Context: an optimization exercise on an open-source flow, tuned for small area, a short achievable clock period and few clock cycles per item. The choices shown serve that exercise and are no tape-out recipe.
Only simulation tests tie the RTL to the original design; equivalence was not proved.

==> flow/design.v (excerpt) <==
module metaball_pixel_generator
(
  input  logic        clk,
  input  logic        rst,
  input  logic        start,
  output logic        busy,
  input  logic [28:0] cmd_in,
  output logic        done,
  output logic [31:0] pixel_out,
  input  logic        cfg_write,
  input  logic [1:0]  cfg_index,
  input  logic [15:0] cfg_data
);
  logic [1:0]  color_mode;
  logic [7:0]  alpha_value;
  logic [15:0] wave_gain;
  always_ff @(posedge clk) begin
    if (rst) begin
      color_mode  <= 2'd0;
      alpha_value <= 8'd255;
      wave_gain   <= 16'd0;
    end else if (cfg_write) begin
      case (cfg_index)
        mb_pkg::CFG_COLOR_MODE: color_mode  <= cfg_data[1:0];
        mb_pkg::CFG_ALPHA:      alpha_value <= cfg_data[7:0];
        mb_pkg::CFG_WAVE_GAIN:  wave_gain   <= cfg_data;
        default: ;
      endcase
    end
  end
  logic mode1, wavy, gneg, gzero;
  assign mode1 = (color_mode == 2'd1);
  assign wavy  = color_mode[1];
  assign gneg  = wave_gain[15];
  assign gzero = (wave_gain == 16'd0);
  logic [1:0]  gp_st;
  logic [19:0] gb;
  logic [4:0]  glen;
  logic [4:0]  gi;
  logic        gbit;
  logic [39:0] ga2;
  logic [15:0] gabs;
  assign gabs = gneg ? 16'(-wave_gain) : wave_gain;
  always_ff @(posedge clk) begin
    if (rst) begin
      gp_st <= 2'd0;
    end else if (cfg_write && cfg_index == mb_pkg::CFG_WAVE_GAIN) begin
      gp_st <= 2'd1;
      glen  <= 5'd0;
    end else begin
      case (gp_st)
        2'd1: begin
          if (glen == 5'd0) begin
            gb   <= 20'(gabs);
            glen <= 5'd1;
          end else begin
            gb    <= {gb[15:0], 4'b0} + {1'b0, gb[15:0], 3'b0} + gb;
            glen  <= 5'd20;
            gp_st <= 2'd2;
          end
        end
        2'd2: begin
          if (gb == 20'd0) begin
            gp_st <= 2'd0;
          end else if (gb[19]) begin
            gp_st <= 2'd3;
            gi    <= 5'd18;
            gbit  <= 1'b1;
  ...
clock: 12.0 ns
lec_check: 0
cap_margin: 20
core_margin: 2
core_utilization: 40
slew_margin: 20
standard.sh (not shown) runs the stock make flow with config.mk's settings and CLKGATE_MAP_FILE= SYNTH_SCRIPT=/design/flow/synth_recipe.tcl, a recipe that flattens the netlist after the stock synthesis.
==> flow/flow/run.sh <==
#!/bin/bash
# Standard layout, with timing repair aiming for extra setup slack so the
# achieved period shrinks below the fixed 12 ns constraint.
set -euo pipefail
bash standard.sh SETUP_SLACK_MARGIN=7.5 finish > standard_flow.log 2>&1
Testbench counts at the start, summed over its fixed seeds: cycles 33,561, pixels 1,568.
==> next run, changes <==
--- a/flow/design.v
+++ b/flow/design.v
@@ -251,27 +251,27 @@
           end
         end
         2'd2: begin
           if (gb == 20'd0) begin
             gp_st <= 2'd0;
           end else if (gb[19]) begin
             gp_st <= 2'd3;
-            gi    <= 5'd18;
-            gbit  <= 1'b1;
+            gi    <= 5'd1;
+            gbit  <= gb[0];
             ga2   <= '0;
           end else begin
             gb   <= {gb[18:0], 1'b0};
             glen <= glen - 5'd1;
           end
         end
         2'd3: begin
-          ga2  <= {ga2[38:0], 1'b0} + (gbit ? 40'(gb) : 40'd0);
-          gbit <= (gi != 5'd31) && gb[gi];
-          gi   <= gi - 5'd1;
-          if (gi == 5'd31) gp_st <= 2'd0;
+          ga2  <= {21'(ga2[39:20]) + (gbit ? 21'(gb) : 21'd0), ga2[19:1]};
+          gbit <= (gi < 5'd20) && gb[gi];
+          gi   <= gi + 5'd1;
+          if (gi == 5'd20) gp_st <= 2'd0;
         end
         default: ;
       endcase
     end
   end
   logic [24:0] ring [mb_pkg::BLOB_COUNT];
   logic [24:0] head, adv_blob, tail_in;
@@ -435,23 +435,22 @@
   end
   logic        s3_v, s3_first, s3_tag, s3_force, s3_sat;
   logic [19:0] s3_dp;
   logic [15:0] s3_r;
   logic [1:0]  s3_x;
   logic [4:0]  s3_n;
   logic        s3_to_e;
-  logic [4:0]  ld;
   logic [3:0]  v0;
   logic signed [6:0] n0;
   logic [19:0] dpn;
   logic        fz, fs;
   always_comb begin
-    ld = 5'd0;
-    for (int i = 0; i < 19; i++) if (s2_d[i]) ld = 5'(i + 1);
-    v0  = (ld >= 5'd18) ? 4'd0 : 4'((5'd18 - ld) >> 1);
+    v0 = 4'd9;
+    for (int k = 0; k < 9; k++) if (s2_d[2 * k +: 2] != 2'b00) v0 = 4'(8 - k);
+    if (s2_d[18]) v0 = 4'd0;
     n0  = 7'(s2_ls8) + $signed({3'b0, v0});
     dpn = 20'(s2_d) << {v0, 1'b0};
     fz  = s2_zero || (n0 <= 7'sd0 && s2_d != 19'd0);
     fs  = !s2_zero && (s2_d == 19'd0);
   end
   always_ff @(posedge clk) begin
     if (rst) begin
The new run went through all stages and came out clean.
Setup slack is better by 0.13 ns.
Routed wire length shrinks by 0.90%.
Area after synthesis shrinks by 1.3%.
Clock skew shrinks by 0.031 ns.
Clock-buffer cell count grows by 15.
Global-route usage is about the same.
Cell area shrinks by 1.7%.
Sequential share of layout area grows by 0.63 points.
First-iteration DRC count shrinks by 5.8%.
Non-clock buffer count shrinks by 21.
Testbench counts after the change, summed over its fixed seeds: cycles 33,561, pixels 1,568.

separate check: timing with driven ports:
The flow's constraints put no driver on any port. The routed layouts listed below were extracted and timed again, unchanged, in two steps. Step 1: set_driving_cell puts a clkbuf_16 on clk and a buf_2 on each other input, an assumption about the parent block. Step 2 times the ports against the registers' clock, not the clock port: input delays grow and output delays shrink by t, the midpoint of the rising clock arrivals with the driver on. Three values: ideal, step 1, step 2; two values: the first two.
| run | t (ns) | setup slack, ns | cell pins on the clock port's net |
|---|---|---|---|
| the first run | 0.983 | 7.549 / 7.549 / 7.005 | 1 |
| the second run | 0.976 | 7.680 / 7.680 / 7.082 | 1 |
After both steps every run listed still meets setup and hold. The setup slack of the second run, which loses most, moves by 0.000 ns with the drivers and by -0.598 ns with both steps.
